This design comes from an exercise in tuning for small area and few clock cycles per item on the open sky130 flow, not from production work.
No functional check of the RTL was part of this run.
Power is estimated from default activity; no workload was simulated.

==> design.v <==
`timescale 1ns / 1ps
`default_nettype none
package ils_pkg;
    localparam int CMD_W   = 3;
    localparam int POS_W   = 5;
    localparam int WORD_W  = 32;
    localparam int COUNT_W = 5;
    localparam int STAT_W  = 2;
    localparam int IDX_W   = 5;
    localparam int DEPTH_DEFAULT = 31;
    localparam int IN_TDATA_W  = 40;
    localparam int OUT_TDATA_W = 40;
    localparam logic [CMD_W-1:0] CMD_APPEND  = 3'd0;
    localparam logic [CMD_W-1:0] CMD_READ    = 3'd1;
    localparam logic [CMD_W-1:0] CMD_REPLACE = 3'd2;
    localparam logic [CMD_W-1:0] CMD_REMOVE  = 3'd3;
    localparam logic [CMD_W-1:0] CMD_INSERT  = 3'd4;
    localparam logic [STAT_W-1:0] ST_DONE  = 2'd0;
    localparam logic [STAT_W-1:0] ST_FULL  = 2'd1;
    localparam logic [STAT_W-1:0] ST_RANGE = 2'd2;
endpackage
`default_nettype wire
`timescale 1ns / 1ps
`default_nettype none
module ils_cell #(
    parameter bit LEFT_SAME = 1'b0
) (
    input  wire                          i_clk,
    input  wire                          i_en,
    input  wire                          i_nsv,
    input  wire                          i_nsl,
    input  wire  [ils_pkg::WORD_W-1:0]   i_x,
    input  wire  [ils_pkg::WORD_W-1:0]   i_left,
    output logic [ils_pkg::WORD_W-1:0]   o_q
);
    logic [ils_pkg::WORD_W-1:0] r_q;
    logic [ils_pkg::WORD_W-1:0] w_left;
    logic [ils_pkg::WORD_W-1:0] w_d;
    assign w_left = LEFT_SAME ? i_left : ~i_left;
    assign w_d    = (~i_x & {ils_pkg::WORD_W{~i_nsv}}) | (w_left & {ils_pkg::WORD_W{~i_nsl}});
    always_ff @(posedge i_clk) begin
        if (i_en) begin
            r_q <= w_d;
        end
    end
    assign o_q = r_q;
endmodule
`default_nettype wire
`timescale 1ns / 1ps
`default_nettype none
module ils_chain #(
    parameter int DEPTH = ils_pkg::DEPTH_DEFAULT
) (
    input  wire                          i_clk,
    input  wire  [DEPTH-1:0]             i_en,
    input  wire  [DEPTH-1:0]             i_nsv,
    input  wire  [DEPTH-1:0]             i_nsl,
    input  wire  [ils_pkg::WORD_W-1:0]   i_val,
    input  wire  [DEPTH-1:0]             i_rd_sel,    
    input  wire                          i_rd_odd,    
    output logic [ils_pkg::WORD_W-1:0]   o_rd_data
);
    localparam int W = ils_pkg::WORD_W;
    logic [W-1:0] w_q [DEPTH];
    logic [W-1:0] w_val_n;
    assign w_val_n = ~i_val;
    for (genvar g = 0; g < DEPTH; g++) begin : g_cell
        localparam int LEFT = (g == 0) ? DEPTH - 1 : g - 1;
        ils_cell #(
            .LEFT_SAME ((LEFT % 2) == (g % 2))
        ) u_cell (
            .i_clk  (i_clk),
            .i_en   (i_en[g]),
            .i_nsv  (i_nsv[g]),
            .i_nsl  (i_nsl[g]),
            .i_x    (((g % 2) == 0) ? w_val_n : i_val),
            .i_left (w_q[LEFT]),
            .o_q    (w_q[g])
        );
    end
    localparam int NE = (DEPTH + 1) / 2;         
    localparam int NO = DEPTH / 2;               
    localparam int GE = (NE + 2) / 3;
    localparam int GO = (NO + 2) / 3;
    logic [W-1:0] w_ne [GE];
    logic [W-1:0] w_no [GO];
    for (genvar g = 0; g < GE + GO; g++) begin : g_rd
        localparam int ODD = (g >= GE) ? 1 : 0;
        localparam int K   = (g >= GE) ? g - GE : g;
        localparam int N   = (g >= GE) ? NO : NE;
        localparam int C0  = 2 * (3 * K) + ODD;
        logic [W-1:0] w_n;
        if (3 * K + 3 <= N) begin : g_three
            ils_rd3 u_rd (
                .i_q0 (w_q[C0]),
                .i_s0 (i_rd_sel[C0]),
                .i_q1 (w_q[C0 + 2]),
                .i_s1 (i_rd_sel[C0 + 2]),
                .i_q2 (w_q[C0 + 4]),
                .i_s2 (i_rd_sel[C0 + 4]),
                .o_n  (w_n)
            );
        end else if (3 * K + 2 == N) begin : g_two
            ils_rd2 u_rd (
                .i_q0 (w_q[C0]),
                .i_s0 (i_rd_sel[C0]),
                .i_q1 (w_q[C0 + 2]),
                .i_s1 (i_rd_sel[C0 + 2]),
                .o_n  (w_n)
            );
        end else begin : g_one
            ils_rd1 u_rd (
                .i_q0 (w_q[C0]),
                .i_s0 (i_rd_sel[C0]),
                .o_n  (w_n)
            );
        end
        if (ODD == 1) begin : g_o
            assign w_no[K] = w_n;
        end else begin : g_e
            assign w_ne[K] = w_n;
        end
    end
    always_comb begin
        logic [W-1:0] e_and;
        logic [W-1:0] o_and;
        e_and = '1;
        for (int k = 0; k < GE; k++) e_and = e_and & w_ne[k];
        o_and = {W{i_rd_odd}};
        for (int k = 0; k < GO; k++) o_and = o_and & w_no[k];
        o_rd_data = ~e_and | o_and;
    end
endmodule
module ils_rd3 (
    input  wire  [ils_pkg::WORD_W-1:0] i_q0,
    input  wire                        i_s0,
    input  wire  [ils_pkg::WORD_W-1:0] i_q1,
    input  wire                        i_s1,
    input  wire  [ils_pkg::WORD_W-1:0] i_q2,
    input  wire                        i_s2,
    output logic [ils_pkg::WORD_W-1:0] o_n
);
    assign o_n = ~((i_q0 & {ils_pkg::WORD_W{i_s0}}) |
                   (i_q1 & {ils_pkg::WORD_W{i_s1}}) |
                   (i_q2 & {ils_pkg::WORD_W{i_s2}}));
endmodule
module ils_rd2 (
    input  wire  [ils_pkg::WORD_W-1:0] i_q0,
    input  wire                        i_s0,
    input  wire  [ils_pkg::WORD_W-1:0] i_q1,
    input  wire                        i_s1,
    output logic [ils_pkg::WORD_W-1:0] o_n
);
    assign o_n = ~((i_q0 & {ils_pkg::WORD_W{i_s0}}) |
                   (i_q1 & {ils_pkg::WORD_W{i_s1}}));
endmodule
module ils_rd1 (
    input  wire  [ils_pkg::WORD_W-1:0] i_q0,
    input  wire                        i_s0,
    output logic [ils_pkg::WORD_W-1:0] o_n
);
    assign o_n = ~(i_q0 & {ils_pkg::WORD_W{i_s0}});
endmodule
`default_nettype wire
`timescale 1ns / 1ps
`default_nettype none
module indexed_list_store_top #(
    parameter int DEPTH = ils_pkg::DEPTH_DEFAULT
) (
    input  wire                                 i_clk,
    input  wire                                 i_rst_n,
    input  wire  [ils_pkg::IN_TDATA_W-1:0]      s_axis_tdata,
    input  wire                                 s_axis_tvalid,
    output logic                                s_axis_tready,
    output logic [ils_pkg::OUT_TDATA_W-1:0]     m_axis_tdata,
    output logic                                m_axis_tvalid,
    input  wire                                 m_axis_tready
);
    localparam int IW = ils_pkg::IDX_W;
    localparam logic [IW-1:0] LAST = IW'(DEPTH - 1);
    function automatic logic [IW-1:0] f_add(input logic [IW-1:0] x, input logic [IW-1:0] y);
        logic [IW:0] s;
        logic [IW:0] t;
        s = {1'b0, x} + {1'b0, y};
        t = s - DEPTH;
        f_add = (s >= DEPTH) ? t[IW-1:0] : s[IW-1:0];
    endfunction
    logic [ils_pkg::CMD_W-1:0]  w_cmd;
    logic [ils_pkg::POS_W-1:0]  w_pos;
    logic [ils_pkg::WORD_W-1:0] w_val;
    logic                       w_accept;
    assign w_cmd    = s_axis_tdata[2:0];
    assign w_pos    = s_axis_tdata[7:3];
    assign w_val    = s_axis_tdata[39:8];
    assign w_accept = s_axis_tvalid && s_axis_tready;
    logic [IW-1:0]              r_len;
    logic [IW-1:0]              r_head;
    logic                       r_out_valid;
    logic [ils_pkg::STAT_W-1:0] r_status;
    logic                       r_rd;
    logic [IW-1:0]              r_rd_idx;
    logic w_full, w_pos_lt, w_pos_gt;
    logic w_app, w_rd, w_rep, w_rem, w_ins;
    logic [ils_pkg::STAT_W-1:0] w_status;
    logic [IW-1:0] w_len_n;
    logic [IW-1:0] w_a;      
    logic [IW-1:0] w_b;      
    logic [IW-1:0] w_lo;     
    logic [IW-1:0] w_hi;
    logic [IW-1:0] w_vidx;   
    logic          w_do_val;
    logic          w_do_left;
    assign w_full   = (r_len == IW'(DEPTH));
    assign w_pos_lt = (w_pos < r_len);
    assign w_pos_gt = (w_pos > r_len);
    always_comb begin
        w_app    = 1'b0;
        w_rd     = 1'b0;
        w_rep    = 1'b0;
        w_rem    = 1'b0;
        w_ins    = 1'b0;
        w_status = ils_pkg::ST_DONE;
        case (w_cmd)
            ils_pkg::CMD_APPEND: begin
                if (w_full) w_status = ils_pkg::ST_FULL;
                else        w_app    = 1'b1;
            end
            ils_pkg::CMD_READ: begin
                if (w_pos_lt) w_rd     = 1'b1;
                else          w_status = ils_pkg::ST_RANGE;
            end
            ils_pkg::CMD_REPLACE: begin
                if (w_pos_lt) w_rep    = 1'b1;
                else          w_status = ils_pkg::ST_RANGE;
            end
            ils_pkg::CMD_REMOVE: begin
                if (w_pos_lt) w_rem    = 1'b1;
                else          w_status = ils_pkg::ST_RANGE;
            end
            ils_pkg::CMD_INSERT: begin
                if (w_full)        w_status = ils_pkg::ST_FULL;
                else if (w_pos_gt) w_status = ils_pkg::ST_RANGE;
                else               w_ins    = 1'b1;
            end
            default: ;
        endcase
    end
    assign w_len_n   = (w_app || w_ins) ? r_len + 1'b1 :
                       w_rem            ? r_len - 1'b1 : r_len;
    assign w_a       = f_add(r_head, w_pos);
    assign w_b       = f_add(r_head, r_len);
    assign w_lo      = w_ins ? w_a : r_head;
    assign w_hi      = w_ins ? w_b : w_a;
    assign w_vidx    = w_app ? w_b : w_a;
    assign w_do_val  = w_accept && (w_app || w_rep || w_ins);
    assign w_do_left = w_accept && (w_ins || w_rem);
    logic [DEPTH-1:0] w_en;
    logic [DEPTH-1:0] w_nsv;
    logic [DEPTH-1:0] w_nsl;
    logic             w_wrap;
    assign w_wrap = (w_lo > w_hi);
    for (genvar j = 0; j < DEPTH; j++) begin : g_ctl
        logic gt_lo, le_hi, take_left, take_val;
        assign gt_lo     = (IW'(j) > w_lo);
        assign le_hi     = (IW'(j) <= w_hi);
        assign take_left = w_do_left && (w_wrap ? (gt_lo || le_hi) : (gt_lo && le_hi));
        assign take_val  = w_do_val && (w_vidx == IW'(j));
        assign w_en[j]   = take_left || take_val;
        assign w_nsv[j]  = !take_val;
        assign w_nsl[j]  = !take_left;
    end
    logic [DEPTH-1:0] w_rd_sel;
    for (genvar j = 0; j < DEPTH; j++) begin : g_rd
        assign w_rd_sel[j] = r_rd && (r_rd_idx == IW'(j));
    end
    logic [ils_pkg::WORD_W-1:0] w_rd_data;
    ils_chain #(
        .DEPTH (DEPTH)
    ) u_chain (
        .i_clk     (i_clk),
        .i_en      (w_en),
        .i_nsv     (w_nsv),
        .i_nsl     (w_nsl),
        .i_val     (w_val),
        .i_rd_sel  (w_rd_sel),
        .i_rd_odd  (r_rd && r_rd_idx[0]),
        .o_rd_data (w_rd_data)
    );
    assign s_axis_tready = !r_out_valid || m_axis_tready;
    always_ff @(posedge i_clk) begin
        if (!i_rst_n) begin
            r_len       <= '0;
            r_head      <= '0;
            r_out_valid <= 1'b0;
        end else begin
            if (w_accept) begin
                r_len       <= w_len_n;
                r_out_valid <= 1'b1;
                if (w_rem) r_head <= (r_head == LAST) ? '0 : r_head + 1'b1;
            end else if (m_axis_tready) begin
                r_out_valid <= 1'b0;
            end
        end
    end
    always_ff @(posedge i_clk) begin
        if (w_accept) begin
            r_status <= w_status;
            r_rd     <= w_rd;
            r_rd_idx <= w_a;
        end
    end
    assign m_axis_tvalid = r_out_valid;
    assign m_axis_tdata  = {1'b0, r_status, r_len, w_rd_data};
endmodule
`default_nettype wire
==> run.sh <==
#!/bin/bash
# synth_recipe.tcl (not shown) runs the flow's synth.tcl, then flattens the netlist and writes it again
# the make line also repeats each setting of config.mk as NAME=value (left out here)
make -C /OpenROAD-flow-scripts/flow DESIGN_CONFIG=/design/flow/config.mk WORK_HOME=/design/flow/orfs CLKGATE_MAP_FILE= SYNTH_SCRIPT=/design/flow/synth_recipe.tcl finish
==> config.mk <==
export PLATFORM = sky130hd
export DESIGN_NAME = indexed_list_store_top
export DESIGN_NICKNAME = indexed_list_store_top
export VERILOG_FILES = /design/flow/design.v
export SDC_FILE = /design/flow/constraint.sdc
export NUM_CORES = 8
export LEC_CHECK = 0
export CAP_MARGIN = 20
export CORE_MARGIN = 2
export CORE_UTILIZATION = 55
export SLEW_MARGIN = 20
export SYNTH_HIERARCHICAL = 1
export SYNTH_MINIMUM_KEEP_SIZE = 0
==> constraint.sdc <==
create_clock -name core_clock -period 5.5 [get_ports {i_clk}]
set_input_delay 1.1000 -clock core_clock [delete_from_list [all_inputs] [get_ports {i_clk}]]
set_output_delay 1.1000 -clock core_clock [all_outputs]
set_load 0.01 [all_outputs]
==> impl_metrics.py <==
metrics = {
    "floorplan": {
        "floorplan.die.width_um": 297.8,
        "fp.dieH_um": 297.8,
        "design.portCount": 86,
        "floorplan.initialDensity": 0.5560,
        "dieArea_um2": 88710,
        "num_rows": 107,
        "core_area_um2": 85410,
    },
    "synth": {
        "synth_enable_flop_cells": 1000,
        "synth_unique_cells": 86,
        "synth.cell_area_um2": 47490,
        "seq_area_frac_synth": 0.6369,
        "netlist.area_leader.share": 0.6323,
        "yosys_warnings": 15,
        "post-synth-top-count-cell": "edfxtp_1",
        "ys.flop_type": "edfxtp_1",
        "yosys-top-cells-area": "edfxtp_1 (63%), o22ai_1 (13%), a222oi_1 (6.7%), buf_6 (3.8%), nand2_1 (1.3%)",
        "synthDominantAreaCellType": "edfxtp_1",
        "mean_area_per_synthesized_cell_um2": 13.60,
        "most_frequent_cells_after_synthesis": "edfxtp_1 (1000), o22ai_1 (993), a222oi_1 (320)",
        "syn_inst": 3493,
        "synth-seq-cells": 1011,
        "postSynth.asyncResetShare": 0,
        "postSynthNetCount": 3565,
    },
    "setup_path": {
        "worstPathMaxFanout": 14,
        "timing.reg2reg.setup_slack_ns": 0.27,
        "cp.arrival_ns": 4.51,
        "cp-end-kind": "output port",
        "cp.required_ns": 4.40,
        "first_element_of_the_critical_path": "r_rd_idx[3]",
        "setup.worst_path.start_class": "flip-flop",
        "reg2reg_depth": 18,
        "regToRegStartpoint": "r_len[1]",
        "path_class": "flip-flop to output port",
        "rr_endpoint": "u_chain.g_cell[17].u_cell.r_q[17]",
    },
    "clocking": {
        "clock_network_latency_to_the_later_pin_of_the_worst_skew_pair_ns": 0.73,
        "path_clk_slew_ns": 0.06,
        "postCtsHoldBufs": 0,
        "cts_tree": "built",
        "cts.root.buffer_cell": "clkbuf_16",
        "numClockSinks": 1011,
        "cts_inserted_buffers": 104,
        "max-clock-path-buffers": 3,
        "htree_num_levels": 3,
    },
    "worst_hold_path": {
        "min_path_type": "flip-flop to flip-flop",
        "hp-start": "r_out_valid",
        "min_to": "r_out_valid",
        "worst_hold_path.num_cells": 2,
    },
    "sta": {
        "period_minus_slack_ns": 5.609,
        "hold_slack_ns": 0.5546,
        "maxSlewViolCount": 0,
        "achievable-frequency_mhz": 178.3,
        "final-setup-viol-count": 3,
        "worst_clock_skew_ns": 0.04492,
        "min_period_over_period": 1.020,
        "setup_ws_ns": -0.1090,
        "finalHoldViolCount": 0,
        "unrepaired_setup_endpoints_after_global_routing": "no",
        "timing_worst_slew_pin_value_ns": 1.304,
        "relSlewSlack": 0.1308,
    },
    "final_layout": {
        "growth_of_design_area_from_synthesis_to_finish_pct": 19.87,
        "fin_nets": 3890,
        "final_cell_count_no_fill": 5059,
        "drive_gt1_frac": 0.2063,
        "n_fill_cell": 6276,
        "seq_area_um2": 30250,
        "multiInputGateArea_um2": 14970,
    },
    "power": {
        "vdd_drop_max_mv": 0.2922,
        "power.static_leakage_uw": 0.01923,
        "total_power_divided_by_cell_area_nw_per_um2": 310.2,
    },
    "placed_design": {
        "place.detailed.hpwl_um": 143400,
        "io_buffer_count": 84,
        "place_congestion": 0.9955,
        "number_of_placed_cells_counting_well_taps": 4841,
        "preCtsSetupSlack_ns": -0.6867,
    },
    "global_route": {
        "largest_net_degree_at_the_start_of_global_routing": 33,
        "global_route_wire_length_before_repair_um": 311700,
        "grt-ovfl-total": 0,
        "initial_antenna_violation_count": 3,
        "grt_pass1_vias": 42014,
        "overall_global_routing_usage": 0.4942,
    },
    "drt": {
        "firstDrtPassIters": 17,
        "postRouteWirelength_um": 228200,
        "vias": 43833,
        "drc": 0,
        "dr.first_iter.drc_count": 12821,
        "detail_route.wl_per_cell_um": 45.10,
        "ant_nets": 0,
        "avgViaCountPerCell": 8.664,
    },
    "outcome": {
        "failed_layout_checks": "setup timing",
        "run_status": "failed layout checks",
    },
    "flow_run": {
        "drv_cap": 0,
    },
}
## cell families (layout without fill, tap and decap cells)
kind of cell	after synthesis	count (layout)	synth area share
compound gates	1542	1542	0.2352
xor+xnor	15	15	0.003241
fa+ha+maj	38	38	0.009985
buf+inv	415	829	0.06349
flops	1011	1011	0.6369
mux	6	6	0.001317
other cells	1	9	0.00007896
simple gates	465	465	0.04969
## per-module statistics from Yosys (local to each module, per instance), excerpt
module / cells / copies in the design
indexed_list_store_top: 652 / 1
ils_rd3: 41 / 10
ils_rd1: 35 / 1
## registers in the layout (all words and copies together) (netlist names)
register and cells:
r_head 5, r_len 5, r_out_valid 1, r_rd 1, r_rd_idx 5, r_status 2
u_chain.g_cell.u_cell.r_q 992
## what timing repair did
item | in CTS | in global routing
buffers inserted | 0 | 11
endpoints found under the setup margin | 0 | 1682
gates resized for setup | 0 | 18
## layout by cell type, fill, tap and decap left out, types with 10 or more instances in the layout
master	synthesis	layout
dfxtp_1	11	10
and2_0	31	31
clkbuf_1	28	19
clkinv_1	0	24
a31oi_1	12	12
a222oi_1	320	320
nand2_1	165	124
buf_4	32	293
nor3_1	13	12
clkdlybuf4s50_1	0	83
clkbuf_16	0	109
o21ai_0	29	25
ha_1	25	22
nand4_1	39	39
clkinv_2	0	18
nand2_2	0	35
nand3_1	33	26
and4_1	33	33
inv_1	95	91
bufinv_16	0	20
a21oi_1	46	33
a21o_1	12	12
buf_12	0	158
o211ai_1	15	15
nor2_1	82	51
o211ai_2	30	30
edfxtp_1	1000	1000
o22ai_1	993	993
and2_1	17	13
nor2_4	0	32
## power breakdown
part	internal [uW]	leakage (uW)	switching (uW)	total, uW
Sequential	8520	0.00974	76.3	8600
Combinational	450	0.00773	909	1360
Clock	4490	0.00176	3210	7700
## routing by layer
layer  wire length, um  global-route usage  part of all wire  vias up
li1                  -                   -                 -    15899
met1             73360              0.6189              0.32    20827
met2             90110              0.6783              0.39     5656
met3             45650              0.2511              0.20     1437
met4             18690              0.2994             0.082       14
met5               344             0.02652            0.0015        -
## area by class of cell
type | instances | area share
clock buffers | 126 | 0.04829
multi-input cells | 2067 | 0.2630
inverters | 96 | 0.006330
well taps | 1144 | 0.02514
flip-flops and latches | 1011 | 0.5314
repair buffers | 538 | 0.1101
diodes | 8 | 0.0003517
clock inverters | 69 | 0.01543
## worst max-delay path, cell delays in order, from the launching register on
cell	delay, ns
edfxtp_1	0.38
nand2b_1	0.72
nor2_4	0.40
a222oi_1	1.19
and4_1	0.47
o211ai_2	0.12
clkdlybuf4s50_1	0.51
## worst max path at each step
stage,slack [ns],end,depth (start not counted)
6_report,-0.11,m_axis_tdata[7],6
3_5_place_dp,-0.69,u_chain.g_cell[29].u_cell.r_q[29],22
5_1_grt,0.01,m_axis_tdata[19],7
2_1_floorplan,-0.79,u_chain.g_cell[5].u_cell.r_q[0],21
4_1_cts,0.02,u_chain.g_cell[27].u_cell.r_q[3],22
3_3_place_gp,-0.63,u_chain.g_cell[29].u_cell.r_q[29],22
## through the flow
stage / utilization / cell area (um^2) / TNS (ns) / power (uW)
final: 0.6665 / 56930 / -0.1838 / 17660
after global routing: 0.6662 / 56910 / 0 / 17910
after CTS: 0.6632 / 56650 / 0 / 17500
after detailed placement: 0.6207 / 53020 / -978.07 / 10020
after global placement: 0.6207 / 53020 / -878.57 / 9997
after floorplan: - / 47780 / -168.60 / 9265

## afterwards: timing with drivers on the ports
The results above use ideal ports. As a check the final layout listed here was re-extracted and re-timed, cells and wires unchanged. Step 1 assumes that a clkbuf_16 drives the clock port and a buf_2 every other input. Step 2 also shifts input and output timing later by t, the mid clock arrival at the registers, as if the neighbouring blocks saw the same clock. Three values: no drivers, after step 1, after step 2; two values: the first two.
t, ns: 0.781
setup slack, ns: -0.109 / -0.183 / -0.515
hold WS [ns]: 0.555 / 0.555 / 0.555
worst slew at a driven data input, ns: 0.04
cell pins on the clock port's net: 1
For this run, drivers alone change the setup slack by -0.074 ns; drivers and shift together by -0.406 ns.
